Background: an optimization exercise with open tools, aiming at a short achievable clock period and few clock cycles per item. Do not read the settings as production practice. At most, simulation tests tie the RTL to the original design; equivalence was not proved. The RTL of run 3 was laid out without a check of its function. No driver is modelled on the clock port, so clocking that relies on it looks cheaper here than on a real chip. Power figures rest on the tool's default switching activity, not on a simulated workload.

===== flow/run.sh =====
#!/bin/bash
# synth_recipe.tcl (not shown) runs the flow's synth.tcl, then flattens the netlist and writes it again
# the make line also repeats each setting of config.mk as NAME=value (left out here)
make -C /OpenROAD-flow-scripts/flow DESIGN_CONFIG=/design/flow/config.mk WORK_HOME=/design/flow/orfs CLKGATE_MAP_FILE= SYNTH_SCRIPT=/design/flow/synth_recipe.tcl finish

===== flow/config.mk =====
export PLATFORM = sky130hd
export DESIGN_NAME = wb_subsys
export DESIGN_NICKNAME = wb_subsys
export VERILOG_FILES = /design/flow/design.v
export SDC_FILE = /design/flow/constraint.sdc
export NUM_CORES = 4
export LEC_CHECK = 0
export CAP_MARGIN = 20
export CORE_MARGIN = 2
export CORE_UTILIZATION = 40
export SLEW_MARGIN = 20

===== flow/constraint.sdc =====
create_clock -name core_clock -period 5.5 [get_ports {clk}]
set_input_delay 1.1000 -clock core_clock [delete_from_list [all_inputs] [get_ports {clk}]]
set_output_delay 1.1000 -clock core_clock [all_outputs]
set_load 0.01 [all_outputs]

===== flow/design.v =====
`default_nettype none
package wb_pkg;
	localparam int ADDR_W = 32;
	localparam int DATA_W = 64;
	localparam int OFFSET_W = 3;
	localparam int ID_W = 4;
	localparam int LINE_W = ADDR_W + DATA_W;
	typedef logic [ADDR_W-1:0] addr_t;
	typedef logic [DATA_W-1:0] data_t;
	typedef logic [ID_W-1:0] axi_id_t;
	typedef enum logic {
		WBQ_IDLE,	 
		WBQ_READY	 
	} wbq_state_t;
endpackage
`default_nettype wire
`default_nettype none
module wb_subsys #(
	parameter int FIFO_DEPTH = 4
) (
	input  logic            clk,
	input  logic            rst_n,
	input  logic            evict_i,
	input  wb_pkg::addr_t   evict_addr_i,
	input  wb_pkg::data_t   evict_data_i,
	output logic            evict_afull_o,
	output wb_pkg::axi_id_t awid_o,
	output wb_pkg::addr_t   awaddr_o,
	output logic            awvalid_o,
	input  logic            awready_i,
	output wb_pkg::axi_id_t wid_o,
	output wb_pkg::data_t   wdata_o,
	output logic            wvalid_o,
	input  logic            wready_i
);
	localparam int AW    = wb_pkg::ADDR_W - wb_pkg::OFFSET_W;	 
	localparam int LW    = AW + wb_pkg::DATA_W;
	localparam int PTR_W = $clog2(FIFO_DEPTH);
	localparam int CNT_W = $clog2(FIFO_DEPTH + 1);
	logic [LW-1:0]    mem [FIFO_DEPTH];
	logic [PTR_W-1:0] wptr_q;
	logic [PTR_W-1:0] rptr_q;
	logic [CNT_W-1:0] cnt_q;
	logic             afull_q;
	logic             ov_q;
	logic [LW-1:0]    o_q;
	logic [LW-1:0]    in_line;
	logic [LW-1:0]    src;
	logic             fifo_empty;
	logic             fifo_full;
	logic             load;
	logic             push;
	logic             pop;
	logic [CNT_W-1:0] cnt_d;
	assign in_line    = {evict_addr_i[wb_pkg::ADDR_W-1:wb_pkg::OFFSET_W], evict_data_i};
	assign fifo_empty = (cnt_q == '0);
	assign fifo_full  = (cnt_q == CNT_W'(FIFO_DEPTH));
	assign load = !ov_q || (awready_i && wready_i);
	assign src  = fifo_empty ? in_line : mem[rptr_q];
	assign pop  = load && !fifo_empty;
	assign push = evict_i && !(load && fifo_empty);
	always_comb begin
		cnt_d = cnt_q;
		if (push && !pop) cnt_d = cnt_q + 1'b1;
		if (pop && !push) cnt_d = cnt_q - 1'b1;
	end
	always_ff @(posedge clk) begin
		if (!rst_n) begin
			wptr_q  <= '0;
			rptr_q  <= '0;
			cnt_q   <= '0;
			afull_q <= 1'b0;
			ov_q    <= 1'b0;
		end else begin
			if (push) wptr_q <= (wptr_q == PTR_W'(FIFO_DEPTH - 1)) ? '0 : wptr_q + 1'b1;
			if (pop)  rptr_q <= (rptr_q == PTR_W'(FIFO_DEPTH - 1)) ? '0 : rptr_q + 1'b1;
			cnt_q <= cnt_d;
			afull_q <= (cnt_d >= CNT_W'(FIFO_DEPTH - 1));
			if (load) ov_q <= !fifo_empty || evict_i;
		end
	end
	always_ff @(posedge clk) begin
		for (int k = 0; k < FIFO_DEPTH; k++) begin
			if (!fifo_full && wptr_q == PTR_W'(k)) mem[k] <= in_line;
		end
	end
	always_ff @(posedge clk) begin
		if (load) o_q <= src;
	end
	assign evict_afull_o = afull_q;
	assign awvalid_o     = ov_q;
	assign wvalid_o      = ov_q;
	assign awid_o        = wb_pkg::axi_id_t'(o_q[wb_pkg::DATA_W +: 2]);
	assign wid_o         = wb_pkg::axi_id_t'(o_q[wb_pkg::DATA_W +: 2]);
	assign awaddr_o      = {o_q[wb_pkg::DATA_W +: AW], {wb_pkg::OFFSET_W{1'b0}}};
	assign wdata_o       = o_q[wb_pkg::DATA_W-1:0];
endmodule
`default_nettype wire

==> reports/results.tsv, run 1 <==
metric	value	unit
reg2reg setup slack	2.75	ns
Initial Utilization	0.4057	
Finish-stage setup viols	0	
synth unique cells	34	
Core Footprint	0.04422	mm²
CTS sink count	474	
async set-or-reset flop fraction in the synthesized netlist	0	
Post-synth EDFFs	465	
Cell Area, Synth	0.01794	mm²
Fill cells	3678	
first-pass GRT wire length	58.64	mm
I/O Pins	208	
vias in the first global route	10054	
DR top layer	met5	
CP arrival	2.95	ns
Final Skew	0.02017	ns
I/O Buffers	197	
top cell type's share of synthesized area	0.7782	
area leader, netlist	edfxtp_1	
root buf cell	clkbuf_16	
met2 WL	18.62	mm
Die Y-Extent	215.8	µm
Routed WL per cell	21.25	µm
syn avg cell area	18.05	µm²
Slew headroom	0.3592	
met3 wire len	2.336	mm
critical path, cell by cell	inv_1 -> ha_1 -> nand2_1 -> and2_4 -> buf_4	
Final Hold Viols	0	
area of placed instances	0.02042	mm²
largest stage delay on the critical path	0.76	ns
Top Family by Delay on Critical Path	simple AND/OR/NAND/NOR gates	
H-tree levels	2	
cell row count	77	
Total Power	0.01056	W
Worst setup EP type	register	
setup TNS	0	ns
GRT Overall Usage	0.1630	
Pwr per Cell Area	481.5	mW/mm²
peak supply drop	0.0003266	V
worst slew pin tran	0.9613	ns
first-pass detailed-route iteration total	8	
Post-DRT Antenna Nets	0	
largest net degree at the start of global routing	110	
Pleak	8.248	nW
Post-Syn Instances	994	
Metal-1 WL	16.83	mm
maximum clock frequency	363.3	MHz
detailed placement HPWL	19.33	mm
CTS Hold Bufs	0	
DR iter-0 viols	931	
Die X	215.8	µm
routability cong.	0.6751	
Synth Warn #	2	
top post-synthesis cells by area	edfxtp_1 78%, a222oi_1 5.2%, o211a_1 5.1%	
Final WS setup	2.747	ns
Worst Hold Class	register to register	
Setup WS pre-CTS	2.461	ns
initial antenna violation count	3	
later-pin clock latency in the skew report	0.58	ns
period utilization	0.5005	
# DRC	0	
flops & latches, synth	474	
fraction of layout cells with a size suffix above 1	0.07914	
grt ovf	0	
Tmin final	2.753	ns
Max clock buf depth	3	
Critical Path RT	5.70	ns
Post-CTS Setup Bufs	0	
max_cap viols	0	
status	complete, no violations	
kind of critical path	register to register	
Num CTS Buffers	49	
Slew Viols, Final	0	
Startpoint Class	register	
PostCTS Resize Cnt	0	
Crit Path Max Fanout	55	
Area Growth Syn to Fin	22.17	%
Layout Nets	1288	
Seq/Total Area, Yosys	0.7883	
slowest CP cell	and2_4	
CTS tree	built	
CP Buf/Inv Count	2	
Reg clk slew, reported paths	0.06	ns
Die ar.	0.04657	mm²
antenna cells	0	
vias per cell	5.416	
commonest register cell after synthesis	edfxtp_1	
setup repair after global routing missed its margin	false	
final WL	38.35	mm
via count	9775	
post-route design area	0.02192	mm²
[cell families (layout without fill, tap and decap cells)]
family          count (synthesis)  count (layout)  share of synthesized area
simple gates                  119             119                    0.02748
compound gates                289             289                     0.1476
other cells                     1               7                  0.0002090
flops                         474             474                     0.7883
fa+ha+maj                      11              11                   0.007671
buf+inv                        96             309                    0.02657
mux                             4               4                   0.002232
[cell type report]
cell class                 instances  area (µm²)  share of cell area
clock inverter                    29       191.4            0.008733
tap                              592       740.7             0.03379
multi-input combinational        430        3407              0.1554
timing repair buffer             210        2082             0.09498
inverter                          11       48.80            0.002226
clock buffer                      59        1306             0.05959
sequential                       474       14140              0.6452
[sequential cells by signal (all words and copies together), names as in the netlist]
name	flops
rptr_q	2
mem	372
ov_q	1
wptr_q	2
o_q	93
afull_q	1
cnt_q	3
[where the power goes]
group | leakage (nW) | internal (W) | switching (W)
combinational | 3.00 | 0.00112 | 0.00140
sequential | 4.52 | 0.00477 | 0.000178
clock | 0.735 | 0.00178 | 0.00131
total | 8.25 | 0.00767 | 0.00289
[cells in the final DEF, fill, tap and decap left out, types with 2 or more instances in the layout]
| cell | n |
|---|---|
| a31oi_1 | 2 |
| edfxtp_1 | 465 |
| inv_1 | 8 |
| clkinvlp_4 | 2 |
| inv_6 | 2 |
| conb_1 | 7 |
| nand2b_4 | 2 |
| or3_1 | 3 |
| bufinv_16 | 2 |
| a222oi_1 | 93 |
| a21o_1 | 92 |
| clkinv_1 | 14 |
| clkdlybuf4s50_1 | 197 |
| and2_4 | 4 |
| dfxtp_1 | 9 |
| clkinv_2 | 10 |
| clkbuf_1 | 8 |
| clkbuf_16 | 51 |
| nor3_1 | 3 |
| buf_4 | 12 |
| a21oi_1 | 3 |
| ha_1 | 8 |
| o211a_1 | 92 |
| nor2_1 | 4 |
| ha_4 | 3 |
| o21ai_1 | 2 |
| nand2_1 | 99 |
| mux2i_1 | 4 |
[metrics by stage]
step	hold slack, ns	util	instances
after floorplan	0.4782	-	1000
after global placement	0.5013	0.4618	1717
final	0.5168	0.4957	1805
after CTS	0.5241	0.4957	1805
after detailed placement	0.5144	0.4618	1717
after global routing	0.5769	0.4957	1805
[worst register-to-register path, delay by kind of cell (launching register included)]
kind,cells,cell delay (ns)
adder cells (fa/ha/maj),1,0.27
buffers and inverters,2,0.81
flip-flops,1,0.38
AND/OR/NAND/NOR,2,0.91
[cell usage after synthesis, types with 2 or more instances]
cell	number
or3_1	3
o21ai_1	2
buf_4	15
mux2i_1	4
a222oi_1	93
a31oi_1	2
nor3_1	3
dfxtp_1	9
o211a_1	92
nand2_1	99
buf_2	42
ha_1	11
nor2_1	4
inv_1	8
clkbuf_1	26
edfxtp_1	465
inv_2	2
and2_1	5
a21oi_1	3
a21o_1	92
[path summary, 6_finish.rpt]
| path | startpoint | end | depth (start not counted) |
|---|---|---|---|
| setup / recovery | cnt_q[0]$_SDFF_PN0_ | mem[0][85]$_DFFE_PP_ | 5 |
| hold / removal | wptr_q[0]$_SDFFE_PN0P_ | wptr_q[0]$_SDFFE_PN0P_ | 2 |
| setup reg to reg | cnt_q[0]$_SDFF_PN0_ | mem[0][85]$_DFFE_PP_ | 5 |
| hold reg to reg | wptr_q[0]$_SDFFE_PN0P_ | wptr_q[0]$_SDFFE_PN0P_ | 2 |
[metal layers]
layer	track usage	up-vias
met5	0	-
met4	0.04529	2
met3	0.03566	39
met2	0.2740	290
met1	0.2139	4977
li1	-	4467
Testbench counts, summed over its fixed seeds: cycles 16,016, items 16,000.
==> inputs of run 2 (changes only) <==
--- a/flow/config.mk
+++ b/flow/config.mk
@@ -10,2 +10,3 @@
 export CORE_UTILIZATION = 40
+export SETUP_SLACK_MARGIN = 4
 export SLEW_MARGIN = 20
==> reports/results.tsv, run 2 <==
metric	value	unit	change
max_cap viols	0		unchanged
Initial Utilization	0.4057		unchanged
I/O Pins	208		unchanged
synth unique cells	34		unchanged
vias in the first global route	10942		+8.8%
r2r startpoint	rptr_q[0]$_SDFFE_PN0N_		
I/O Buffers	197		unchanged
# DRC	0		unchanged
Routed WL per cell	28.89	µm	+36%
Final Skew	0.01632	ns	-0.003857 ns
maximum clock frequency	413.7	MHz	+14%
Fill cells	3367		-8.5%
routability cong.	0.6801		+0.74%
Finish-stage setup viols	0		unchanged
area leader, netlist	edfxtp_1		
Worst Hold Class	register to register		
Worst setup EP type	primary output		
largest net degree at the start of global routing	65		-41%
Pleak	9.971	nW	+21%
Reg-to-Reg End	o_q[64]$_DFFE_PP_		
kind of critical path	register to primary output		
Max clock buf depth	3		unchanged
R2R depth	10		+5
period utilization	0.4395		-0.06107
detailed placement HPWL	19.53	mm	+1.0%
top cell type's share of synthesized area	0.7782		unchanged
Layout Nets	1482		+15%
later-pin clock latency in the skew report	0.59	ns	about the same
first-pass GRT wire length	77.32	mm	+32%
internal power	0.008342	W	+8.8%
switching share of power	0.2995		+0.02584
Area Growth Syn to Fin	41.08	%	
Crit Path Max Fanout	2		-96%
Critical Path RT	4.40	ns	-1.30 ns
commonest non-fill, non-tap cell in the layout	edfxtp_1		
Synth Warn #	2		unchanged
status	complete, no violations		
Seq/Total Area, Yosys	0.7883		unchanged
Hold WS	0.5773	ns	+0.06049 ns
final WL	57.90	mm	+51%
setup repair after global routing missed its margin	true		
cell row count	77		unchanged
syn avg cell area	18.05	µm²	unchanged
Post-synth EDFFs	465		unchanged
Clk pwr share	0.267		-0.025
CTS tree	built		
worst slew pin tran	0.5695	ns	-0.3918 ns
Core Footprint	0.04422	mm²	unchanged
via count	11479		+17%
Num CTS Buffers	50		+2.0%
Reg clk slew, reported paths	0.06	ns	about the same
grt ovf	0		unchanged
Cell Area, Synth	0.01794	mm²	unchanged
Comb pwr share	0.317		+0.077
Die X	215.8	µm	unchanged
CP arrival	1.32	ns	-1.63 ns
Tmin final	2.417	ns	-0.3359 ns
biggest regs	mem: 372 flops, o_q: 93 flops, cnt_q: 3 flops		
Largest register FFs	372		unchanged
Final Hold Viols	0		unchanged
Slew headroom	0.6203		+0.2612
commonest register cell after synthesis	edfxtp_1		
Hold EP	wptr_q[0]$_SDFFE_PN0P_		
sw power	0.003566	W	+23%
vias per cell	5.728		+5.8%
Pwr per Cell Area	470.4	mW/mm²	-2.3%
Slew Viols, Final	0		unchanged
fraction of layout cells with a size suffix above 1	0.2972		+0.2180
setup TNS	0	ns	unchanged
GRT Overall Usage	0.2314		+0.06842
root buf cell	clkbuf_16		
Startpoint Class	register		
flops & latches, synth	474		unchanged
reg2reg setup slack	3.31	ns	+0.56 ns
most frequent cells in the layout	465 x edfxtp_1, 98 x nand2_1, 93 x a222oi_1, 93 x clkdlybuf4s50_1		
Die Y-Extent	215.8	µm	unchanged
H-tree levels	2		unchanged
top post-synthesis cells by area	edfxtp_1 78%, a222oi_1 5.2%, o211a_1 5.1%		
Die ar.	0.04657	mm²	unchanged
sequential share of power	0.416		-0.052
Post-Syn Instances	994		unchanged
initial antenna violation count	4		+1
worst hold stages	2		unchanged
Post-DRT Antenna Nets	0		unchanged
CTS sink count	474		unchanged
synth cell count leaders	465 x edfxtp_1, 99 x nand2_1, 93 x a222oi_1		
peak supply drop	0.0002593	V	-21%
Largest Register	mem		
HP Start	wptr_q[0]$_SDFFE_PN0P_		
count leader, synth	edfxtp_1		
DR iter-0 viols	1464		+57%
async set-or-reset flop fraction in the synthesized netlist	0		unchanged
first-pass detailed-route iteration total	8		unchanged
run 2: power by group through the flow:
stage          Combinational [W]  Clock (W)  Sequential (W)
4_1_cts                  0.00336    0.00323         0.00494
3_5_place_dp             0.00261          0         0.00503
5_1_grt                  0.00397    0.00338         0.00500
3_3_place_gp             0.00260          0         0.00502
6_report                 0.00378    0.00318         0.00495
2_1_floorplan            0.00139          0         0.00514
run 2: cell families (layout without fill, tap and decap cells):
| logic type | Yosys count | count (layout) | share of synthesized area |
|---|---|---|---|
| buf+inv | 96 | 484 | 0.02657 |
| flops | 474 | 474 | 0.7883 |
| other cells | 1 | 9 | 0.0002090 |
| compound gates | 289 | 290 | 0.1476 |
| simple gates | 119 | 140 | 0.02748 |
| mux | 4 | 4 | 0.002232 |
| fa+ha+maj | 11 | 11 | 0.007671 |
run 2: metal layers:
metal  GRT usage  vias up  wire length (µm)
met2      0.3705      571             27880
met5           0        -                23
li1            -     4924                 -
met3     0.06469       87              5134
met4     0.06690        4              1378
met1      0.3094     5893             23480
run 2: per-stage QoR:
stage               area, µm²  setup WS, ns  utilization  instances  total power, W
floorplan               18210         3.414            -       1000        0.006530
global placement        20440         2.529       0.4623       1715        0.007616
detailed placement      20440         2.506       0.4623       1715        0.007636
CTS                     23910         3.087       0.5406       1935         0.01153
global route            25310         3.047       0.5723       2002         0.01235
finish                  25310         3.083       0.5724       2004         0.01191
run 2: worst max-delay path, cell delays in order (launching register included):
cell	delay [ns]
edfxtp_1	0.46
buf_6	0.16
buf_6	0.11
run 2: layout make-up:
cell class                 instances  area (µm²)  share of cell area
antenna                            2       5.005           0.0001977
clock inverter                    22       155.1            0.006129
timing repair inverter            15       226.5            0.008947
timing repair buffer             366        4750              0.1876
inverter                          11       96.34            0.003806
sequential                       474       14160              0.5596
tap                              592       740.7             0.02926
multi-input combinational        452        3807              0.1504
clock buffer                      70        1368             0.05403
run 2: how the worst max path moves through the flow:
| stage | endpoint | depth (start not counted) | start | slack, ns |
|---|---|---|---|---|
| after floorplan | afull_q$_SDFF_PN0_ | 5 | evict_i | 3.41 |
| after global placement | o_q[60]$_DFFE_PP_ | 3 | wready_i | 2.53 |
| after detailed placement | o_q[59]$_DFFE_PP_ | 3 | wready_i | 2.51 |
| after CTS | awaddr_o[4] | 2 | o_q[65]$_DFFE_PP_ | 3.09 |
| after global routing | awaddr_o[4] | 2 | o_q[65]$_DFFE_PP_ | 3.05 |
| final | awaddr_o[4] | 2 | o_q[65]$_DFFE_PP_ | 3.08 |
run 2: repair_timing:
item,CTS,global route
endpoints found under the setup margin,667,625
pin swaps,61,38
endpoints found under the hold margin,0,0
setup buffers,74,36
gates cloned,54,31
gates resized for setup,588,72
hold buffers,0,0
==> inputs of run 3 (changes only) <==
==> flow/design.v (replaced) <==
`default_nettype none
package wb_pkg;
	localparam int ADDR_W = 32;
	localparam int DATA_W = 64;
	localparam int OFFSET_W = 3;
	localparam int ID_W = 4;
	localparam int LINE_W = ADDR_W + DATA_W;
	typedef logic [ADDR_W-1:0] addr_t;
	typedef logic [DATA_W-1:0] data_t;
	typedef logic [ID_W-1:0] axi_id_t;
	typedef enum logic {
		WBQ_IDLE,	 
		WBQ_READY	 
	} wbq_state_t;
endpackage
`default_nettype wire
`default_nettype none
module wb_subsys (
	input  logic            clk,
	input  logic            rst_n,
	input  logic            evict_i,
	input  wb_pkg::addr_t   evict_addr_i,
	input  wb_pkg::data_t   evict_data_i,
	output logic            evict_afull_o,
	output wb_pkg::axi_id_t awid_o,
	output wb_pkg::addr_t   awaddr_o,
	output logic            awvalid_o,
	input  logic            awready_i,
	output wb_pkg::axi_id_t wid_o,
	output wb_pkg::data_t   wdata_o,
	output logic            wvalid_o,
	input  logic            wready_i
);
	localparam int AW = wb_pkg::ADDR_W - wb_pkg::OFFSET_W;	 
	localparam int LW = AW + wb_pkg::DATA_W;
	logic [LW-1:0] slot0_q;
	logic [LW-1:0] slot1_q;
	logic          wptr_q;	 
	logic          rptr_q;	 
	logic [1:0]    cnt_q;
	logic          empty_q;	 
	logic [1:0]    wen_q;	 
	logic          afull_q;
	logic          ov_q;
	logic [LW-1:0] o_q;
	logic [LW-1:0] in_line;
	logic [LW-1:0] head;
	logic [LW-1:0] src;
	logic          load;
	logic          push;
	logic          pop;
	logic [1:0]    cnt_d;
	logic          wptr_d;
	assign in_line = {evict_addr_i[wb_pkg::ADDR_W-1:wb_pkg::OFFSET_W], evict_data_i};
	assign head    = rptr_q ? slot1_q : slot0_q;
	assign load = !ov_q || (awready_i && wready_i);
	assign src  = empty_q ? in_line : head;
	assign pop  = load && !empty_q;
	assign push = evict_i && !(load && empty_q);
	always_comb begin
		cnt_d = cnt_q;
		if (push && !pop) cnt_d = cnt_q + 1'b1;
		if (pop && !push) cnt_d = cnt_q - 1'b1;
	end
	assign wptr_d = wptr_q ^ push;
	always_ff @(posedge clk) begin
		if (!rst_n) begin
			wptr_q  <= 1'b0;
			rptr_q  <= 1'b0;
			cnt_q   <= '0;
			empty_q <= 1'b1;
			wen_q   <= 2'b01;
			afull_q <= 1'b0;
			ov_q    <= 1'b0;
		end else begin
			wptr_q  <= wptr_d;
			rptr_q  <= rptr_q ^ pop;
			cnt_q   <= cnt_d;
			empty_q <= (cnt_d == 2'd0);
			wen_q   <= (cnt_d == 2'd2) ? 2'b00 : (wptr_d ? 2'b10 : 2'b01);
			afull_q <= (cnt_d != 2'd0);
			if (load) ov_q <= !empty_q || evict_i;
		end
	end
	always_ff @(posedge clk) begin
		if (wen_q[0]) slot0_q <= in_line;
		if (wen_q[1]) slot1_q <= in_line;
	end
	always_ff @(posedge clk) begin
		o_q <= ({LW{load}} & src) | ({LW{!load}} & o_q);
	end
	assign evict_afull_o = afull_q;
	assign awvalid_o     = ov_q;
	assign wvalid_o      = ov_q;
	assign awid_o        = wb_pkg::axi_id_t'(o_q[wb_pkg::DATA_W +: 2]);
	assign wid_o         = wb_pkg::axi_id_t'(o_q[wb_pkg::DATA_W +: 2]);
	assign awaddr_o      = {o_q[wb_pkg::DATA_W +: AW], {wb_pkg::OFFSET_W{1'b0}}};
	assign wdata_o       = o_q[wb_pkg::DATA_W-1:0];
endmodule
`default_nettype wire
==> reports/results.tsv, run 3 <==
metric	value	unit	change
status	complete, no violations		
period utilization	0.4050		-0.03446
commonest register cell after synthesis	edfxtp_1		
flops & latches, synth	288		-39%
R2R depth	9		-1
syn avg cell area	16.65	µm²	-7.8%
Initial Utilization	0.4043		-0.001478
mux contribution to synthesized area	0.08836		+0.08613
most frequent cells in the layout	279 x edfxtp_1, 96 x buf_2, 94 x nand2_1		
CTS Hold Bufs	0		unchanged
area of the multi-input gates	0.002077	mm²	-45%
Cell Area, Synth	0.01080	mm²	-40%
r2r startpoint	ov_q$_SDFFE_PN0N_		
post-route design area	0.01462	mm²	-42%
cell row count	60		-22%
reg2reg setup slack	3.82	ns	+0.51 ns
HP Start	slot0_q[32]$_DFFE_PP_		
H-tree levels	1		-1
Final Hold Viols	0		unchanged
Pwr per Cell Area	405.2	mW/mm²	-14%
initial antenna violation count	2		-2
critical path, cell by cell	buf_2		
Area Growth Syn to Fin	35.29	%	
largest stage delay on the critical path	0.42	ns	-0.04 ns
max_cap viols	0		unchanged
Seq/Total Area, Yosys	0.7921		+0.003841
Finish-stage setup viols	0		unchanged
vias in the first global route	6236		-43%
Critical Path RT	4.40	ns	about the same
count leader, synth	edfxtp_1		
Die X	168.4	µm	-22%
Num CTS Buffers	31		-38%
Die ar.	0.02834	mm²	-39%
CP arrival	1.13	ns	-0.19 ns
CTS tree	built		
GRT Overall Usage	0.1674		-0.06399
I/O Buffers	197		unchanged
area leader, netlist	edfxtp_1		
setup TNS	0	ns	unchanged
Fill cells	2158		-36%
root buf cell	clkbuf_16		
Worst Hold Class	register to register		
Final Skew	0.008762	ns	-0.007556 ns
adder-cell share of the synthesized area	0		-0.007671
detailed placement HPWL	11.92	mm	-39%
Startpoint Class	register		
Reg-to-Reg End	rptr_q$_SDFF_PN0_		
async set-or-reset flop fraction in the synthesized netlist	0		unchanged
Final WS setup	3.273	ns	+0.1896 ns
Pleak	5.433	nW	-46%
Die Y-Extent	168.4	µm	-22%
via count	6107		-47%
setup repair after global routing missed its margin	true		
Max clock buf depth	3		unchanged
peak supply drop	0.0002922	V	+13%
Storage cell area	0.008576	mm²	-39%
Setup WS pre-CTS	2.490	ns	-0.01595 ns
CP Buf/Inv Count	1		-1
Layout Nets	993		-33%
area of placed instances	0.01304	mm²	-36%
vias per cell	4.851		-15%
first-pass GRT wire length	36.20	mm	-53%
top cell type's share of synthesized area	0.7754		-0.002794
first-pass detailed-route iteration total	5		-3
Slew Viols, Final	0		unchanged
top post-synthesis cells by area	edfxtp_1 78%, mux2i_1 8.7%, nand2_1 3.3%		
fraction of layout cells with a size suffix above 1	0.2445		-0.05262
Routed WL per cell	19.34	µm	-33%
Post-Syn Instances	649		-35%
Worst setup EP type	primary output		
Crit Path Max Fanout	1		-1
later-pin clock latency in the skew report	0.54	ns	-0.05 ns
Synth Area in Compound Gates	0.05026		-0.09730
routability cong.	0.6964		+2.4%
worst hold stages	2		unchanged
main combinational cell family by area after synthesis	multiplexers		
Synth Area in Simple Gates	0.04088		+0.01340
synth unique cells	30		-12%
Top Family by Delay on Critical Path	flip-flops		
Post-DRT Antenna Nets	0		unchanged
I/O Pins	208		unchanged
kind of critical path	register to primary output		
slowest CP cell	edfxtp_1		
final WL	24.35	mm	-58%
grt ovf	0		unchanged
largest net degree at the start of global routing	72		+11%
Synth Warn #	1		-1
Reg clk slew, reported paths	0.06	ns	about the same
Total Power	0.005922	W	-50%
# DRC	0		unchanged
post-synthesis xor/xnor area fraction	0.002432		+0.002432
DR iter-0 viols	418		-71%
CTS sink count	288		-39%
commonest non-fill, non-tap cell in the layout	edfxtp_1		
synth cell count leaders	279 x edfxtp_1, 94 x mux2i_1, 94 x nand2_1		
Core Footprint	0.02673	mm²	-40%
Post-synth EDFFs	279		-40%
Tmin final	2.227	ns	-0.1896 ns
maximum clock frequency	448.9	MHz	+8.5%
run 3: through the flow:
step	cells	hold slack [ns]	util
after floorplan	655	0.4936	-
after global placement	1155	0.5237	0.4879
after detailed placement	1155	0.5563	0.4879
after CTS	1251	0.5802	0.5407
after global routing	1257	0.6140	0.5467
final	1259	0.5799	0.5469
run 3: how the worst max path moves through the flow:
stage / startpoint / endpoint / depth (start not counted)
after detailed placement: wready_i / register / 4
final: register / wdata_o[2] / 1
after global routing: register / wdata_o[2] / 1
after CTS: register / wdata_o[2] / 1
after global placement: wready_i / register / 4
after floorplan: awready_i / register / 3
run 3: power by group:
group	total [W]	internal, W	switching [W]	leakage [nW]
registers	0.00291	0.00280	0.000119	2.85
logic	0.000940	0.000428	0.000512	2.09
clock network	0.00207	0.00125	0.000817	0.492
total	0.00592	0.00447	0.00145	5.43
run 3: worst reg2reg max path: cells and delay by family (launching register included):
| family | cells | cell delay, ns |
|---|---|---|
| AND/OR/NAND/NOR | 1 | 0.30 |
| buffers and inverters | 6 | 0.71 |
| AO/OA/AOI/OAI | 2 | 0.27 |
| flip-flops | 1 | 0.33 |
run 3: what timing repair did:
item                                    in CTS  in global routing
pin swaps                                    6                  6
resized for setup                          468                 23
buffers inserted                            27                  4
endpoints found under the setup margin     395                227
cloned                                      12                  2
run 3: logic make-up (layout without fill, tap and decap cells):
group | after synthesis | after routing
buf+inv | 49 | 310
simple gates | 109 | 109
xor+xnor | 3 | 3
mux | 95 | 95
flops | 288 | 288
compound gates | 104 | 104
other cells | 1 | 9
run 3: final cells by class:
| type | instances | area share |
|---|---|---|
| repair buffers | 250 | 0.1702 |
| diodes | 2 | 0.0003424 |
| multi-input cells | 318 | 0.1421 |
| inverters | 3 | 0.001027 |
| flip-flops and latches | 288 | 0.5867 |
| clock buffers | 40 | 0.05675 |
| clock inverters | 17 | 0.01370 |
| well taps | 341 | 0.02919 |
run 3: per-layer routing:
layer | global-route usage | routed length (µm)
met1 | 0.2118 | 10070
met3 | 0.04725 | 1740
met5 | 0 | 0
met4 | 0.03336 | 525
met2 | 0.2897 | 12020
==> inputs of run 4 (changes only) <==
--- a/flow/design.v
+++ b/flow/design.v
@@ -89,3 +89,3 @@
 	always_ff @(posedge clk) begin
-		o_q <= ({LW{load}} & src) | ({LW{!load}} & o_q);
+		if (load) o_q <= src;
 	end
==> reports/results.tsv, run 4 <==
metric	value	unit	change
count leader, synth	edfxtp_1		
worst hold stages	2		unchanged
Seq/Total Area, Yosys	0.7928		about the same
sequential share of power	0.512		+0.020
reg2reg setup slack	3.77	ns	-0.05 ns
grt ovf	0		unchanged
fraction of layout cells with a size suffix above 1	0.2330		-0.01157
Post-Syn Instances	648		-0.15%
I/O Buffers	197		unchanged
top post-synthesis cells by area	edfxtp_1 78%, mux2i_1 8.7%, o21ai_0 4.5%		
routability cong.	0.7297		+4.8%
final WL	24.14	mm	-0.88%
later-pin clock latency in the skew report	0.54	ns	about the same
Hold WS	0.5847	ns	+0.004869 ns
internal power	0.004282	W	-4.3%
vias in the first global route	6208		-0.45%
synth unique cells	29		-3.3%
async set-or-reset flop fraction in the synthesized netlist	0		unchanged
top cell type's share of synthesized area	0.7761		about the same
# DRC	0		unchanged
area of the multi-input gates	0.002068	mm²	-0.42%
Slew Viols, Final	0		unchanged
Fill cells	2143		-0.70%
initial antenna violation count	0		-2
H-tree levels	1		unchanged
Reg clk slew, reported paths	0.06	ns	about the same
Die Y-Extent	168.3	µm	about the same
Initial Utilization	0.4039		about the same
area leader, netlist	edfxtp_1		
first-pass detailed-route iteration total	4		-1
DR iter-0 viols	508		+22%
Clk pwr share	0.326		-0.023
status	complete, no violations		
Top Family by Delay on Critical Path	flip-flops		
GRT Overall Usage	0.1640		-0.003414
CTS Hold Bufs	0		unchanged
Hold EP	wen_q[0]$_SDFF_PN1_		
r2r startpoint	ov_q$_SDFFE_PN0N_		
Area Growth Syn to Fin	33.44	%	
commonest non-fill, non-tap cell in the layout	edfxtp_1		
max_cap viols	0		unchanged
biggest regs	o_q: 93 flops, slot0_q: 93 flops, slot1_q: 93 flops		
Crit Path Max Fanout	1		unchanged
cell row count	60		unchanged
area of placed instances	0.01304	mm²	about the same
Synth Warn #	1		unchanged
largest stage delay on the critical path	0.43	ns	about the same
Post-synth EDFFs	279		unchanged
period utilization	0.4080		+0.003007
setup repair after global routing missed its margin	true		
via count	6108		+0.016%
Final Hold Viols	0		unchanged
peak supply drop	0.0001800	V	-38%
Total Power	0.005693	W	-3.9%
setup TNS	0	ns	unchanged
Core Footprint	0.02673	mm²	unchanged
Pleak	5.365	nW	-1.3%
Post-DRT Antenna Nets	0		unchanged
maximum clock frequency	445.6	MHz	-0.74%
first-pass GRT wire length	35.76	mm	-1.2%
Layout Nets	988		-0.50%
Finish-stage setup viols	0		unchanged
CP Buf/Inv Count	1		unchanged
switching share of power	0.2478		+0.003323
Startpoint Class	register		
Storage cell area	0.008576	mm²	unchanged
kind of critical path	register to primary output		
Comb pwr share	0.162		+0.003
Die ar.	0.02832	mm²	about the same
HP Start	wptr_q$_SDFF_PN0_		
most frequent cells in the layout	279 x edfxtp_1, 96 x buf_2, 94 x mux2i_1, 94 x nand2_1, 93 x o21ai_0		
root buf cell	clkbuf_16		
detailed placement HPWL	12.30	mm	+3.2%
Cell Area, Synth	0.01080	mm²	about the same
synth cell count leaders	279 x edfxtp_1, 97 x o21ai_0, 94 x mux2i_1, 94 x nand2_1, 18 x buf_4		
critical path, cell by cell	buf_2		
post-route design area	0.01441	mm²	-1.4%
flops & latches, synth	288		unchanged
R2R depth	7		-2
Die X	168.3	µm	about the same
syn avg cell area	16.66	µm²	about the same
commonest register cell after synthesis	edfxtp_1		
sw power	0.001411	W	-2.6%
CP arrival	1.14	ns	about the same
Num CTS Buffers	30		-3.2%
Max clock buf depth	3		unchanged
CTS sink count	288		unchanged
slowest CP cell	edfxtp_1		
Worst Hold Class	register to register		
Routed WL per cell	19.29	µm	-0.25%
CTS tree	built		
largest net degree at the start of global routing	79		+9.7%
Final Skew	0.01001	ns	+0.001249 ns
vias per cell	4.882		+0.66%
Critical Path RT	4.40	ns	about the same
I/O Pins	208		unchanged
Tmin final	2.244	ns	+0.01654 ns
Worst setup EP type	primary output		
Pwr per Cell Area	395.2	mW/mm²	-2.5%
antenna cells	0		-2
Reg-to-Reg End	o_q[87]$_DFFE_PN_		
run 4: final cells by class:
cell class              count  share of cell area
clock buffers              39             0.05594
clock inverters            16            0.006601
inverters                   3            0.001042
multi-input cells         317              0.1436
flip-flops and latches    288              0.5953
well taps                 341             0.02962
repair buffers            246              0.1674
repair inverters            1           0.0005211
run 4: metrics by stage:
step,setup slack (ns),std cells,utilization
after floorplan,2.372,654,-
after global placement,1.668,1155,0.4880
after detailed placement,1.623,1155,0.4880
after CTS,3.232,1244,0.5322
after global routing,3.225,1251,0.5390
final,3.256,1251,0.5390
run 4: how the worst max path moves through the flow:
stage | startpoint | to | depth (start not counted)
final | o_q[83]$_DFFE_PN_ | awaddr_o[22] | 1
after global routing | o_q[83]$_DFFE_PN_ | awaddr_o[22] | 1
after CTS | o_q[83]$_DFFE_PN_ | awaddr_o[22] | 1
after detailed placement | wready_i | o_q[2]$_DFFE_PN_ | 4
after global placement | wready_i | o_q[2]$_DFFE_PN_ | 4
after floorplan | awready_i | o_q[0]$_DFFE_PN_ | 3
run 4: cells by family after synthesis:
family,Yosys count,share of synthesized area
buffers and inverters,49,0.02527
other,1,0.0003474
and+or+nand+nor,109,0.04149
AOI/OAI and AO/OA,104,0.05007
xor gates and xnor gates,2,0.001623
DFF,288,0.7928
muxes,95,0.08843
run 4: what timing repair did:
item,CTS,global route
gates resized for setup,471,27
pin swaps,6,6
endpoints found under the setup margin,393,224
setup buffers,24,6
cloned,10,1
run 4: power groups by stage:
stage	Sequential, W	Clock, W	Combinational (W)
after global placement	0.00300	0	0.000809
after global routing	0.00295	0.00198	0.00100
final	0.00292	0.00186	0.000921
after floorplan	0.00304	0	0.000324
after CTS	0.00292	0.00191	0.000901
after detailed placement	0.00301	0	0.000821
run 4: layer usage:
metal / up-vias / wire (µm) / global-route usage
met3: 41 / 1382 / 0.03220
met2: 178 / 11700 / 0.2741
met5: - / 0 / 0
met1: 2980 / 10530 / 0.2192
met4: 0 / 516 / 0.04760
li1: 2909 / - / -
Testbench counts of run 4, summed over its fixed seeds: cycles 16,016, items 16,000.
==> inputs of run 5 (changes only) <==
--- a/flow/design.v
+++ b/flow/design.v
@@ -45,2 +45,3 @@
 	logic [LW-1:0] o_q;
+	logic          rst_q;	 
 	logic [LW-1:0] in_line;
@@ -89,3 +90,7 @@
 	always_ff @(posedge clk) begin
-		if (load) o_q <= src;
+		rst_q <= rst_n;
+	end
+	always_ff @(posedge clk) begin
+		if (!rst_q) o_q <= '0;
+		else if (load) o_q <= src;
 	end
==> reports/results.tsv, run 5 <==
metric	value	unit	change
via count	7542		+23%
Area Growth Syn to Fin	48.84	%	
biggest regs	o_q: 93 flops, slot0_q: 93 flops, slot1_q: 93 flops		
CTS sink count	289		+0.35%
Critical Path RT	4.40	ns	about the same
period utilization	0.3904		-0.01764
DR iter-0 viols	357		-30%
cell row count	60		unchanged
first-pass GRT wire length	43.65	mm	+22%
Critical path origin	o_q[65]$_SDFFE_PN0N_		
Seq/Total Area, Yosys	0.7057		-0.08708
root buf cell	clkbuf_16		
DR top layer	met4		
syn avg cell area	12.63	µm²	-24%
Worst setup EP type	primary output		
Top Family by Delay on Critical Path	flip-flops		
critical path, cell by cell	buf_2		
Initial Utilization	0.4043		+0.0004091
Die X	168.6	µm	+0.19%
setup TNS	0	ns	unchanged
HP Start	o_q[89]$_SDFFE_PN0N_		
Startpoint Class	register		
H-tree levels	1		unchanged
Max clock buf depth	3		unchanged
Core Footprint	0.02680	mm²	+0.28%
fraction of layout cells with a size suffix above 1	0.4166		+0.1836
Storage cell area	0.007789	mm²	-9.2%
Slew headroom	0.5511		
Layout Nets	1237		+25%
area leader, netlist	edfxtp_1		
commonest register cell after synthesis	edfxtp_1		
async set-or-reset flop fraction in the synthesized netlist	0		unchanged
flops & latches, synth	289		+0.35%
detailed placement HPWL	13.18	mm	+7.2%
Die ar.	0.02842	mm²	+0.37%
r2r startpoint	ov_q$_SDFFE_PN0N_		
Post-DRT Antenna Nets	0		unchanged
Cell Area, Synth	0.01084	mm²	+0.38%
CP Buf/Inv Count	1		unchanged
CTS Hold Bufs	0		unchanged
Tmin final	2.147	ns	-0.09704 ns
area of the multi-input gates	0.003390	mm²	+64%
commonest non-fill, non-tap cell in the layout	edfxtp_1		
Reg clk slew, reported paths	0.06	ns	about the same
CP arrival	1.05	ns	-0.09 ns
Crit Path Max Fanout	4		+3
Pleak	6.111	nW	+14%
Metal-1 WL	12.55	mm	+19%
initial antenna violation count	0		unchanged
count leader, synth	edfxtp_1		
Final Hold Viols	0		unchanged
synth unique cells	30		+3.4%
antenna cells	0		unchanged
CTS tree	built		
routability cong.	0.7165		-1.8%
Synth Warn #	1		unchanged
largest net degree at the start of global routing	69		-13%
most frequent cells in the layout	186 x edfxtp_1, 120 x buf_6, 98 x nor2_1		
final WL	29.29	mm	+21%
Die Y-Extent	168.6	µm	+0.19%
GRT Overall Usage	0.2019		+0.03786
setup repair after global routing missed its margin	true		
worst slew pin tran	0.6724	ns	
top post-synthesis cells by area	edfxtp_1 52%, dfxtp_1 19%, mux2i_1 8.7%		
I/O Buffers	197		unchanged
largest stage delay on the critical path	0.35	ns	-0.08 ns
Slew Viols, Final	0		unchanged
grt ovf	0		unchanged
max_cap viols	0		unchanged
Post-synth EDFFs	186		-33%
# DRC	0		unchanged
met3 wire len	1.245	mm	-9.9%
Routed WL per cell	19.55	µm	+1.4%
status	complete, no violations		
Finish-stage setup viols	0		unchanged
met2 WL	14.80	mm	+26%
Worst Hold Class	register to register		
vias per cell	5.035		+3.1%
vias in the first global route	7478		+20%
Num CTS Buffers	31		+3.3%
top cell type's share of synthesized area	0.5154		-0.2607
slowest CP cell	dfxtp_4		
maximum clock frequency	465.8	MHz	+4.5%
Final Skew	0.02131	ns	+0.01130 ns
reg2reg setup slack	3.89	ns	+0.12 ns
Fill cells	2140		-0.14%
Pwr per Cell Area	365.0	mW/mm²	-7.6%
synth cell count leaders	186 x edfxtp_1, 103 x dfxtp_1, 98 x nor2_1		
kind of critical path	register to primary output		
later-pin clock latency in the skew report	0.56	ns	+0.02 ns
peak supply drop	0.0002729	V	+52%
Finished Core Util	0.6018		+0.06282
first-pass detailed-route iteration total	4		unchanged
I/O Pins	208		unchanged
Post-Syn Instances	858		+32%
==> run 5: cell type report <==
class | count | area share
timing repair buffer | 299 | 0.2211
multi-input combinational | 513 | 0.2101
inverter | 2 | 0.0004654
tap | 341 | 0.02645
clock inverter | 12 | 0.007059
clock buffer | 42 | 0.05190
sequential | 289 | 0.4829
==> run 5: through the flow <==
| stage | total power [W] | cell area [µm²] | hold WS [ns] | worst slack, ns | instances |
|---|---|---|---|---|---|
| 2_1_floorplan | 0.003213 | 10970 | 0.4715 | 3.383 | 864 |
| 3_3_place_gp | 0.003573 | 12960 | 0.4341 | 2.052 | 1344 |
| 3_5_place_dp | 0.003586 | 12960 | 0.4409 | 2.034 | 1344 |
| 4_1_cts | 0.005880 | 15670 | 0.4520 | 3.323 | 1486 |
| 5_1_grt | 0.006125 | 16130 | 0.4679 | 3.324 | 1498 |
| 6_report | 0.005887 | 16130 | 0.4524 | 3.353 | 1498 |
==> run 5: final timing paths <==
| path | to | cells after the start |
|---|---|---|
| worst max-delay path | awaddr_o[4] | 1 |
| worst min-delay path | o_q[89]$_SDFFE_PN0N_ | 2 |
| worst max register to register | afull_q$_SDFF_PN0_ | 8 |
| worst min register to register | o_q[89]$_SDFFE_PN0N_ | 2 |
==> run 5: cells by family (layout without fill, tap and decap cells) <==
| family | Yosys count | count (layout) | synth area share |
|---|---|---|---|
| flip-flops | 289 | 289 | 0.7057 |
| AND/OR/NAND/NOR | 206 | 212 | 0.07528 |
| AO/OA/AOI/OAI | 198 | 198 | 0.09283 |
| multiplexers | 94 | 94 | 0.08683 |
| buffers and inverters | 68 | 355 | 0.03741 |
| XOR/XNOR | 2 | 2 | 0.001617 |
| other | 1 | 7 | 0.0003460 |
==> run 5: repair_timing <==
| action | in CTS | in global routing |
|---|---|---|
| pin swaps | 73 | 41 |
| gates cloned | 18 | 0 |
| setup endpoints to repair | 284 | 241 |
| buffers inserted | 70 | 12 |
| endpoints found under the hold margin | 0 | 0 |
| resized for setup | 798 | 115 |
==> run 5: where the power goes <==
| part | internal [W] | total (W) | switching, W |
|---|---|---|---|
| clock network | 0.00115 | 0.00196 | 0.000808 |
| registers | 0.00262 | 0.00277 | 0.000152 |
| logic | 0.000603 | 0.00116 | 0.000561 |
| total | 0.00437 | 0.00589 | 0.00152 |
==> run 5: per-layer routing <==
metal | track usage | vias to the layer above
met3 | 0.03601 | 38
li1 | - | 3620
met2 | 0.3557 | 156
met1 | 0.2592 | 3728
met5 | 0 | -
met4 | 0.04948 | 0
Testbench counts of run 5, summed over its fixed seeds: cycles 16,016, items 16,000.
==> inputs of run 6 (changes only) <==
--- a/flow/config.mk
+++ b/flow/config.mk
@@ -10,3 +10,3 @@
 export CORE_UTILIZATION = 40
-export SETUP_SLACK_MARGIN = 4
+export SETUP_SLACK_MARGIN = 5
 export SLEW_MARGIN = 20
==> reports/results.tsv, run 6 <==
metric	value	unit	change
status	complete, no violations		
top cell type's share of synthesized area	0.5154		unchanged
CP Buf/Inv Count	1		unchanged
routability cong.	0.7213		+0.67%
Die X	168.6	µm	unchanged
biggest regs	o_q: 93 flops, slot0_q: 93 flops, slot1_q: 93 flops		
CTS tree	built		
Reg clk slew, reported paths	0.06	ns	about the same
synth unique cells	30		unchanged
Core Footprint	0.02680	mm²	unchanged
area leader, netlist	edfxtp_1		
antenna cells	0		unchanged
Synth Warn #	1		unchanged
maximum clock frequency	468.3	MHz	+0.55%
Pleak	6.740	nW	+10%
synth cell count leaders	186 x edfxtp_1, 103 x dfxtp_1, 98 x nor2_1		
largest stage delay on the critical path	0.36	ns	about the same
Reg-to-Reg End	afull_q$_SDFF_PN0_		
largest net degree at the start of global routing	85		+23%
syn avg cell area	12.63	µm²	unchanged
R2R depth	5		-3
I/O Pins	208		unchanged
final WL	32.42	mm	+11%
setup TNS	0	ns	unchanged
Critical Path End	awaddr_o[13]		
reg2reg setup slack	3.71	ns	-0.18 ns
# DRC	0		unchanged
setup repair after global routing missed its margin	true		
Post-Syn Instances	858		unchanged
met3 wire len	2.091	mm	+68%
CP arrival	1.04	ns	about the same
Finish-stage setup viols	0		unchanged
Crit. path cell count	1		unchanged
detailed placement HPWL	13.03	mm	-1.2%
Slew Viols, Final	0		unchanged
top post-synthesis cells by area	edfxtp_1 52%, dfxtp_1 19%, mux2i_1 8.7%		
CTS sink count	289		unchanged
async set-or-reset flop fraction in the synthesized netlist	0		unchanged
Die ar.	0.02842	mm²	unchanged
first-pass GRT wire length	47.56	mm	+9.0%
worst hold stages	2		unchanged
Metal-1 WL	13.92	mm	+11%
GRT Overall Usage	0.2225		+0.02060
Final Hold Viols	0		unchanged
critical path, cell by cell	buf_6		
Seq/Total Area, Yosys	0.7057		unchanged
Area Growth Syn to Fin	59.52	%	
DR top layer	met4		
slowest CP cell	dfxtp_2		
Initial Utilization	0.4043		unchanged
flops & latches, synth	289		unchanged
initial antenna violation count	0		unchanged
met2 WL	15.62	mm	+5.6%
Die Y-Extent	168.6	µm	unchanged
max_cap viols	0		unchanged
vias per cell	5.125		+1.8%
grt ovf	0		unchanged
commonest register cell after synthesis	edfxtp_1		
Cell Area, Synth	0.01084	mm²	unchanged
Critical path origin	o_q[74]$_SDFFE_PN0N_		
root buf cell	clkbuf_16		
Crit Path Max Fanout	2		-2
commonest non-fill, non-tap cell in the layout	buf_6		
count leader, synth	edfxtp_1		
via count	7892		+4.6%
Critical Path RT	4.40	ns	about the same
I/O Buffers	197		unchanged
Worst setup EP type	primary output		
most frequent cells in the layout	214 x buf_6, 186 x edfxtp_1, 98 x nor2_1		
r2r startpoint	empty_q$_SDFF_PN1_		
period utilization	0.3882		-0.002118
Routed WL per cell	21.05	µm	+7.7%
Layout Nets	1275		+3.1%
CTS Hold Bufs	0		unchanged
Pwr per Cell Area	374.2	mW/mm²	+2.5%
Worst Hold Class	register to register		
H-tree levels	1		unchanged
kind of critical path	register to primary output		
first-pass detailed-route iteration total	5		+1
Startpoint Class	register		
DR iter-0 viols	547		+53%
Hold WS	0.4498	ns	-0.002673 ns
Num CTS Buffers	31		unchanged
fraction of layout cells with a size suffix above 1	0.4996		+0.08299
Post-DRT Antenna Nets	0		unchanged
Post-synth EDFFs	186		unchanged
peak supply drop	0.0002270	V	-17%
Top Family by Delay on Critical Path	flip-flops		
Final Skew	0.01076	ns	-0.01055 ns
Max clock buf depth	3		unchanged
Tmin final	2.135	ns	-0.01165 ns
cell row count	60		unchanged
later-pin clock latency in the skew report	0.55	ns	about the same
vias in the first global route	7746		+3.6%
==> run 6: cell counts after synthesis <==
No cell type changed its count.
==> run 6: cell families after synthesis <==
logic type / after synthesis / synth area share
other: 1 / 0.0003460
buffers and inverters: 68 / 0.03741
AOI/OAI and AO/OA: 198 / 0.09283
muxes: 94 / 0.08683
DFF: 289 / 0.7057
xor gates and xnor gates: 2 / 0.001617
and+or+nand+nor: 206 / 0.07528
==> run 6: power breakdown <==
| group | internal (W) | switching, W |
|---|---|---|
| logic | 0.000805 | 0.000657 |
| clock network | 0.00142 | 0.000846 |
| registers | 0.00261 | 0.000132 |
==> run 6: layout make-up <==
class / count / area [µm²]
clock inverter: 18 / 246.5
timing repair buffer: 328 / 4512
fill: 2013 / 9514
clock buffer: 40 / 889.6
sequential: 289 / 7792
inverter: 2 / 7.507
tap: 341 / 426.7
multi-input combinational: 522 / 3412
==> run 6: worst register-to-register path: stages, from the launching register on <==
cell and delay [ns]:
dfxtp_4 0.51, buf_16 0.30, nor2_1 0.13, mux2i_2 0.17, or3b_4 0.42, and3_1 0.16
==> run 6: worst min-delay path by stage <==
stage	startpoint	end	slack [ns]
after global placement	o_q[1]$_SDFFE_PN0N_	o_q[1]$_SDFFE_PN0N_	0.42
after global routing	o_q[85]$_SDFFE_PN0N_	o_q[85]$_SDFFE_PN0N_	0.47
after floorplan	o_q[85]$_SDFFE_PN0N_	o_q[85]$_SDFFE_PN0N_	0.45
after CTS	o_q[30]$_SDFFE_PN0N_	o_q[30]$_SDFFE_PN0N_	0.45
final	o_q[75]$_SDFFE_PN0N_	o_q[75]$_SDFFE_PN0N_	0.45
after detailed placement	o_q[54]$_SDFFE_PN0N_	o_q[54]$_SDFFE_PN0N_	0.43
==> run 6: timing repair <==
action                                  4_1_cts  5_1_grt
buffers inserted                             88        8
endpoints found under the setup margin      575      575
gates cloned                                 42        1
gates resized for setup                    1221      107
pin swaps                                    88       26
==> run 6: metrics by stage <==
stage	util	instance area, µm²	setup WS (ns)	std cells	total power, W
floorplan	-	11090	3.383	864	0.003232
global placement	0.4873	13060	2.057	1343	0.003586
detailed placement	0.4873	13060	2.037	1343	0.003601
CTS	0.6268	16800	3.337	1531	0.006432
global route	0.6450	17290	3.333	1540	0.006713
finish	0.6450	17290	3.365	1540	0.006469
==> run 6: per-layer routing <==
layer  vias up  track usage
met2       244       0.3648
met5         -            0
met1      3866       0.2997
met4         0      0.06409
li1       3730            -
met3        52      0.04770
==> inputs of run 7 (changes only) <==
--- a/flow/config.mk
+++ b/flow/config.mk
@@ -10,3 +10,3 @@
 export CORE_UTILIZATION = 40
-export SETUP_SLACK_MARGIN = 5
+export SETUP_SLACK_MARGIN = 3.6
 export SLEW_MARGIN = 20
==> reports/results.tsv, run 7 <==
metric	value	unit	change
Seq/Total Area, Yosys	0.7057		unchanged
Post-DRT Antenna Nets	0		unchanged
I/O Pins	208		unchanged
top cell type's share of synthesized area	0.5154		unchanged
kind of critical path	register to primary output		
top post-synthesis cells by area	edfxtp_1 52%, dfxtp_1 19%, mux2i_1 8.7%		
via count	7009		-11%
Area Growth Syn to Fin	34.86	%	
grt ovf	0		unchanged
critical path, cell by cell	buf_6		
Post-Syn Instances	858		unchanged
largest net degree at the start of global routing	75		-12%
GRT Overall Usage	0.1803		-0.04211
final WL	25.66	mm	-21%
Max clock buf depth	3		unchanged
Die ar.	0.02842	mm²	unchanged
I/O Buffers	197		unchanged
initial antenna violation count	1		+1
Worst Hold Class	register to register		
# DRC	0		unchanged
Critical Path RT	4.40	ns	about the same
Tmin final	2.118	ns	-0.01760 ns
biggest regs	o_q: 93 flops, slot0_q: 93 flops, slot1_q: 93 flops		
Reg clk slew, reported paths	0.06	ns	about the same
antenna cells	0		unchanged
count leader, synth	edfxtp_1		
Slew headroom	0.5026		
Die X	168.6	µm	unchanged
Cell Area, Synth	0.01084	mm²	unchanged
peak supply drop	0.0002197	V	-3.2%
async set-or-reset flop fraction in the synthesized netlist	0		unchanged
Die Y-Extent	168.6	µm	unchanged
H-tree levels	1		unchanged
root buf cell	clkbuf_16		
DR iter-0 viols	325		-41%
Core Footprint	0.02680	mm²	unchanged
worst slew pin tran	0.7461	ns	
Startpoint Class	register		
Final Hold Viols	0		unchanged
commonest register cell after synthesis	edfxtp_1		
fraction of layout cells with a size suffix above 1	0.2648		-0.2348
syn avg cell area	12.63	µm²	unchanged
Routed WL per cell	18.01	µm	-14%
maximum clock frequency	472.2	MHz	+0.83%
Pleak	5.268	nW	-22%
cell row count	60		unchanged
later-pin clock latency in the skew report	0.54	ns	about the same
setup repair after global routing missed its margin	true		
CTS Hold Bufs	0		unchanged
synth unique cells	30		unchanged
non-filler cells, final	1425		-7.5%
Finish-stage setup viols	0		unchanged
first-pass detailed-route iteration total	4		-1
flops & latches, synth	289		unchanged
vias in the first global route	7152		-7.7%
Synth Warn #	1		unchanged
first-pass GRT wire length	39.96	mm	-16%
Layout Nets	1161		-8.9%
commonest non-fill, non-tap cell in the layout	edfxtp_1		
placed cell count	1345		+0.15%
slowest CP cell	dfxtp_4		
largest stage delay on the critical path	0.36	ns	about the same
area leader, netlist	edfxtp_1		
status	complete, no violations		
Storage cell area	0.007789	mm²	about the same
Crit Path Max Fanout	4		+2
area of the multi-input gates	0.002878	mm²	-16%
CTS tree	built		
CP Buf/Inv Count	1		unchanged
most frequent cells in the layout	186 x edfxtp_1, 103 x buf_6, 98 x nor2_1		
period utilization	0.3850		-0.003200
Fill cells	2301		+14%
Initial Utilization	0.4043		unchanged
Worst setup EP type	primary output		
Post-synth EDFFs	186		unchanged
Slew Viols, Final	0		unchanged
Pwr per Cell Area	393.6	mW/mm²	+5.2%
CP arrival	1.02	ns	-0.02 ns
vias per cell	4.919		-4.0%
detailed placement HPWL	13.16	mm	+1.1%
synth cell count leaders	186 x edfxtp_1, 103 x dfxtp_1, 98 x nor2_1		
Top Family by Delay on Critical Path	flip-flops		
Num CTS Buffers	31		unchanged
setup TNS	0	ns	unchanged
Final Skew	0.01062	ns	-0.0001415 ns
CTS sink count	289		unchanged
routability cong.	0.7223		+0.14%
max_cap viols	0		unchanged
run 7: cell counts after synthesis:
Identical to the previous run, type by type.
run 7: timing repair:
action                                  4_1_cts  5_1_grt
pin swaps                                     2        2
gates cloned                                  8        0
endpoints found under the setup margin      301      134
buffers inserted                             12        3
resized for setup                           627       18
run 7: logic make-up after synthesis:
logic type             share of synthesized area
AO/OA/AOI/OAI                            0.09283
XOR/XNOR                                0.001617
buffers and inverters                    0.03741
flip-flops                                0.7057
multiplexers                             0.08683
other                                  0.0003460
AND/OR/NAND/NOR                          0.07528
run 7: area by class of cell:
class / count / share of cell area
clock buffers: 45 / 0.06010
clock inverters: 12 / 0.01122
inverters: 2 / 0.0005137
multi-input cells: 512 / 0.1969
flip-flops and latches: 289 / 0.5330
well taps: 341 / 0.02920
repair buffers: 224 / 0.1691
run 7: worst register-to-register path: cells and delay by family, from the launching register on:
kind | cells | cell delay [ns]
simple gates | 3 | 0.65
mux | 1 | 0.15
flops | 1 | 0.57
buf+inv | 1 | 0.31
run 7: where the power goes:
part           switching [W]  total [W]  internal [W]
Clock               0.000809    0.00210       0.00129
Sequential          0.000169    0.00279       0.00262
Combinational       0.000427   0.000869      0.000442
Total                0.00140    0.00575       0.00435
run 7: through the flow:
stage	area (µm²)	total power [W]	setup WS, ns	util	hold slack, ns
after global placement	12950	0.003568	2.075	0.4831	0.4315
after global routing	14610	0.006010	3.340	0.5453	0.4755
after detailed placement	12950	0.003582	2.040	0.4831	0.4388
final	14610	0.005752	3.382	0.5453	0.4484
after CTS	14530	0.005812	3.358	0.5423	0.4527
after floorplan	10940	0.003213	3.383	-	0.4715
run 7: metal layers:
layer	routed length (µm)	GRT usage	vias to the layer above	share of wire
li1	-	-	3463	-
met1	11130	0.2305	3335	0.43
met2	12610	0.3149	174	0.49
met3	1467	0.03881	35	0.057
met4	429	0.04235	2	0.017
met5	13	0	-	0.00051
run 7: final timing paths:
| kind | start | end | slack [ns] | cells after the start |
|---|---|---|---|---|
| min reg2reg | o_q[88]$_SDFFE_PN0N_ | o_q[88]$_SDFFE_PN0N_ | 0.45 | 2 |
| min | o_q[88]$_SDFFE_PN0N_ | o_q[88]$_SDFFE_PN0N_ | 0.45 | 2 |
| max reg2reg | empty_q$_SDFF_PN1_ | afull_q$_SDFF_PN0_ | 3.72 | 5 |
| max | o_q[64]$_SDFFE_PN0N_ | awid_o[0] | 3.38 | 1 |
==> inputs of run 8 (changes only) <==
==> flow/flow/run.sh (new file) <==
#!/bin/bash
# The standard layout, except that the clock tree built by CTS loses its middle stage and its
# root buffer is split in three, all fed by the clock port (see post_cts.tcl).
set -euo pipefail
here=$(pwd)
export FLOW_NROOT=3
bash standard.sh SKIP_CTS_REPAIR_TIMING=1 POST_CTS_TCL="$here/flow/post_cts.tcl" finish > "$here/orfs_make.log" 2>&1 || {
  tail -40 "$here/orfs_make.log"
  exit 1
}
ls -l out/final.def
==> flow/flow/flatten_ctree.tcl (new file) <==
# Take the buffers between the clock tree's root buffer and its leaf buffers out, so the
# root buffer drives the leaf buffers directly: one stage less of insertion delay.
proc flatten_clock_tree {} {
  set block [ord::get_db_block]
  set port_net [[$block findBTerm clk] getNet]
  set roots {}
  foreach it [$port_net getITerms] { lappend roots [$it getInst] }
  set removed 0
  foreach root $roots {
    set rnet [[$root findITerm X] getNet]
    set mids {}
    foreach it [$rnet getITerms] {
      if {[$it isInputSignal] || [$it getIoType] eq "INPUT"} {
        set inst [$it getInst]
        if {[string match "sky130_fd_sc_hd__clkbuf*" [[$inst getMaster] getName]]} { lappend mids $inst }
      }
    }
    foreach mid $mids {
      set mnet [[$mid findITerm X] getNet]
      set loads {}
      foreach it [$mnet getITerms] {
        if {[$it getInst] ne $mid} { lappend loads $it }
      }
      # only a buffer that drives other clock buffers is a middle stage
      set all_bufs 1
      foreach it $loads {
        if {![string match "sky130_fd_sc_hd__clkbuf*" [[[$it getInst] getMaster] getName]]} { set all_bufs 0 }
      }
      if {!$all_bufs} continue
      foreach it $loads { $it disconnect; $it connect $rnet }
      [$mid findITerm X] disconnect
      [$mid findITerm A] disconnect
      odb::dbInst_destroy $mid
      odb::dbNet_destroy $mnet
      incr removed
    }
  }
  puts "flatten_clock_tree: removed $removed middle clock buffers"
}
==> flow/flow/post_cts.tcl (new file) <==
# Runs at the end of ORFS's CTS step (POST_CTS_TCL), with CTS's own timing repair skipped:
# make the clock tree one stage shallower, then repair timing as the CTS step would.
set here [file dirname [file normalize [info script]]]
source $here/flatten_ctree.tcl
source $here/split_root.tcl

flatten_clock_tree
split_clock_root $::env(FLOW_NROOT)
detailed_placement
estimate_parasitics -placement
report_clock_latency
repair_timing_helper
detailed_placement
check_placement -verbose
estimate_parasitics -placement
report_clock_latency
report_worst_slack
==> flow/flow/split_root.tcl (new file) <==
# Split the clock root buffer into NROOT buffers, each driving the leaf buffers nearest to it,
# all driven by the clock port, so that each root buffer drives a lighter, shorter net.
proc split_clock_root {nroot} {
  set block [ord::get_db_block]
  set port_net [[$block findBTerm clk] getNet]
  set its [$port_net getITerms]
  if {[llength $its] != 1} { puts "split_clock_root: port drives [llength $its] pins, skipped"; return }
  set root [[lindex $its 0] getInst]
  set master [$root getMaster]
  set rnet [[$root findITerm X] getNet]
  set leaves {}
  foreach it [$rnet getITerms] {
    if {[$it getInst] ne $root} { lappend leaves $it }
  }
  # order the leaves by angle around their centre and cut the order into nroot runs
  set sx 0; set sy 0
  foreach it $leaves { set b [[$it getInst] getBBox]; set sx [expr {$sx + (([$b xMin]+[$b xMax])/2)}]; set sy [expr {$sy + (([$b yMin]+[$b yMax])/2)}] }
  set n [llength $leaves]
  set cx [expr {double($sx) / $n}]; set cy [expr {double($sy) / $n}]
  set keyed {}
  foreach it $leaves {
    set b [[$it getInst] getBBox]
    lappend keyed [list [expr {atan2((([$b yMin]+[$b yMax])/2) - $cy, (([$b xMin]+[$b xMax])/2) - $cx)}] $it]
  }
  set keyed [lsort -real -index 0 $keyed]
  for {set g 0} {$g < $nroot} {incr g} {
    set lo [expr {$g * $n / $nroot}]; set hi [expr {($g + 1) * $n / $nroot}]
    if {$hi <= $lo} continue
    set grp {}
    for {set i $lo} {$i < $hi} {incr i} { lappend grp [lindex [lindex $keyed $i] 1] }
    if {$g == 0} {
      set buf $root; set net $rnet
    } else {
      set buf [odb::dbInst_create $block $master "clkbuf_root_${g}_clk"]
      set net [odb::dbNet_create $block "clknet_root_${g}_clk"]
      $net setSigType CLOCK
      [$buf findITerm A] connect $port_net
      [$buf findITerm X] connect $net
      foreach it $grp { $it disconnect; $it connect $net }
    }
    set gx 0; set gy 0
    foreach it $grp { set b [[$it getInst] getBBox]; set gx [expr {$gx + (([$b xMin]+[$b xMax])/2)}]; set gy [expr {$gy + (([$b yMin]+[$b yMax])/2)}] }
    set gx [expr {int($gx / [llength $grp])}]; set gy [expr {int($gy / [llength $grp])}]
    $buf setLocation $gx $gy
    $buf setPlacementStatus PLACED
  }
  puts "split_clock_root: $n leaf buffers under $nroot root buffers"
}
==> flow/standard.sh (new file) <==
#!/bin/bash
# synth_recipe.tcl (not shown) runs the flow's synth.tcl, then flattens the netlist and writes it again
# the make line also repeats each setting of config.mk as NAME=value (left out here)
make -C /OpenROAD-flow-scripts/flow DESIGN_CONFIG=/design/flow/config.mk WORK_HOME=/design/flow/orfs CLKGATE_MAP_FILE= SYNTH_SCRIPT=/design/flow/synth_recipe.tcl "${@:-finish}"
--- a/flow/config.mk
+++ b/flow/config.mk
@@ -9,3 +9,5 @@
 export CORE_MARGIN = 2
-export CORE_UTILIZATION = 40
+export CORE_UTILIZATION = 60
+export CTS_CLUSTER_DIAMETER = 80
+export CTS_CLUSTER_SIZE = 30
 export SETUP_SLACK_MARGIN = 3.6
removed: flow/run.sh
==> reports/results.tsv, run 8 <==
metric	value	unit	change
Critical path origin	wready_i		
flops & latches, synth	289		unchanged
vias in the first global route	7176		+0.34%
CTS sink count	289		unchanged
peak supply drop	0.0002309	V	+5.1%
synth unique cells	30		unchanged
HP Start	o_q[82]$_SDFFE_PN0N_		
adder-cell share of the synthesized area	0		unchanged
commonest non-fill, non-tap cell in the layout	edfxtp_1		
sw power	0.001302	W	-7.3%
cell row count	49		-18%
sequential share of power	0.564		+0.080
r2r startpoint	empty_q$_SDFF_PN1_		
Startpoint Class	input pin		
routability cong.	0.7629		+5.6%
Comb pwr share	0.205		+0.054
grt ovf	0		unchanged
Die ar.	0.01915	mm²	-33%
largest net degree at the start of global routing	79		+5.3%
Post-synth EDFFs	186		unchanged
initial antenna violation count	0		-1
antenna cells	0		unchanged
Initial Utilization	0.6074		+0.2031
Synth Warn #	1		unchanged
Slew headroom	0.4212		-0.08141
syn avg cell area	12.63	µm²	unchanged
switching share of power	0.2628		+0.01860
Post-Syn Instances	858		unchanged
top post-synthesis cells by area	edfxtp_1 52%, dfxtp_1 19%, mux2i_1 8.7%		
CP arrival	2.28	ns	+1.26 ns
detailed placement HPWL	13.40	mm	+1.8%
Slew Viols, Final	0		unchanged
first-pass detailed-route iteration total	5		+1
DR iter-0 viols	652		+100%
async set-or-reset flop fraction in the synthesized netlist	0		unchanged
Final Hold Viols	0		unchanged
first-pass GRT wire length	40.61	mm	+1.6%
post-synthesis xor/xnor area fraction	0.001616		unchanged
Clk pwr share	0.231		-0.134
Tmin final	2.063	ns	-0.05451 ns
final WL	29.44	mm	+15%
setup repair after global routing missed its margin	true		
later-pin clock latency in the skew report	0.33	ns	-0.21 ns
setup TNS	0	ns	unchanged
Cell Area, Synth	0.01084	mm²	unchanged
Fill cells	1008		-56%
via count	7635		+8.9%
Worst setup EP type	register		
Layout Nets	1180		+1.6%
slowest CP cell	or3b_1		
mux contribution to synthesized area	0.08683		unchanged
internal power	0.003652	W	-16%
GRT Overall Usage	0.2731		+0.09276
CTS tree	built		
Area Growth Syn to Fin	34.27	%	
critical path, cell by cell	buf_6 -> a21boi_4 -> mux2i_2 -> or3b_1 -> and3_1		
kind of critical path	input pin to register		
vias per cell	5.819		+18%
Seq/Total Area, Yosys	0.7057		unchanged
main combinational cell family by area after synthesis	compound AO/OA/AOI/OAI gates		
commonest register cell after synthesis	edfxtp_1		
# DRC	0		unchanged
maximum clock frequency	484.7	MHz	+2.6%
status	complete, no violations		
Total Power	0.004953	W	-14%
area leader, netlist	edfxtp_1		
Core Footprint	0.01784	mm²	-33%
Final Skew	0.02298	ns	+0.01237 ns
I/O Pins	208		unchanged
worst slew pin tran	0.8671	ns	+0.1209 ns
Storage cell area	0.007792	mm²	about the same
biggest regs	o_q: 93 flops, slot0_q: 93 flops, slot1_q: 93 flops		
max_cap viols	0		unchanged
largest stage delay on the critical path	0.38	ns	+0.02 ns
period utilization	0.3751		-0.009911
Reg clk slew, reported paths	0.11	ns	+0.05 ns
synth cell count leaders	186 x edfxtp_1, 103 x dfxtp_1, 98 x nor2_1		
Die X	138.4	µm	-18%
count leader, synth	edfxtp_1		
Post-DRT Antenna Nets	0		unchanged
top cell type's share of synthesized area	0.5154		unchanged
I/O Buffers	197		unchanged
Pleak	5.391	nW	+2.3%
Die Y-Extent	138.4	µm	-18%
Critical Path RT	5.72	ns	+1.32 ns
Pwr per Cell Area	340.4	mW/mm²	-14%
non-filler cells, final	1312		-7.9%
area of the multi-input gates	0.003231	mm²	+12%
fraction of layout cells with a size suffix above 1	0.3333		+0.06857
Synth Area in Compound Gates	0.09283		unchanged
Crit Path Max Fanout	4		unchanged
Routed WL per cell	22.44	µm	+25%
Synth Area in Simple Gates	0.07528		unchanged
Worst Hold Class	register to register		
placed cell count	1230		-8.6%
most frequent cells in the layout	186 x edfxtp_1, 98 x nor2_1, 97 x buf_6		
Finish-stage setup viols	0		unchanged
==> run 8: metrics by stage <==
stage	hold WS, ns	area [µm²]	setup slack (ns)	util
after floorplan	0.4715	10940	3.383	-
after global placement	0.4327	12780	2.355	0.7166
after detailed placement	0.4456	12780	2.208	0.7166
final	0.4578	14550	3.437	0.8156
after global routing	0.4641	14550	3.423	0.8156
==> run 8: path summary, 6_finish.rpt <==
path,to,slack [ns],depth (start not counted)
max,afull_q$_SDFF_PN0_,3.44,5
min,o_q[82]$_SDFFE_PN0N_,0.46,2
max reg2reg,o_q[6]$_SDFFE_PN0N_,3.70,4
min reg2reg,o_q[82]$_SDFFE_PN0N_,0.46,2
==> run 8: critical path: cells and delay by family <==
kind                   cells  cell delay, ns
AND/OR/NAND/NOR            2            0.55
multiplexers               1            0.28
AO/OA/AOI/OAI              1            0.25
buffers and inverters      1            0.10
==> run 8: power by group through the flow <==
stage                     Combinational (W)  Sequential [W]  Clock (W)
after detailed placement           0.000741         0.00284          0
after global routing                0.00108         0.00282    0.00124
after floorplan                    0.000398         0.00281          0
after global placement             0.000718         0.00282          0
final                               0.00101         0.00279    0.00115
==> run 8: logic make-up after synthesis <==
kind of cell	Yosys count
XOR/XNOR	2
flip-flops	289
other	1
AO/OA/AOI/OAI	198
AND/OR/NAND/NOR	206
multiplexers	94
buffers and inverters	68
==> run 8: per-layer routing <==
metal	routed length [µm]	global-route usage
met1	12230	0.3848
met2	14410	0.4492
met3	2119	0.04919
met4	673	0.06552
met5	0	0
==> run 8: final cells by class, without the clock buffers <==
class,count,area share
well taps,229,0.01969
repair buffers,253,0.1946
flip-flops and latches,289,0.5356
inverters,2,0.0005160
plain buffers,2,0.003440
clock inverters,3,0.004472
multi-input cells,520,0.2220
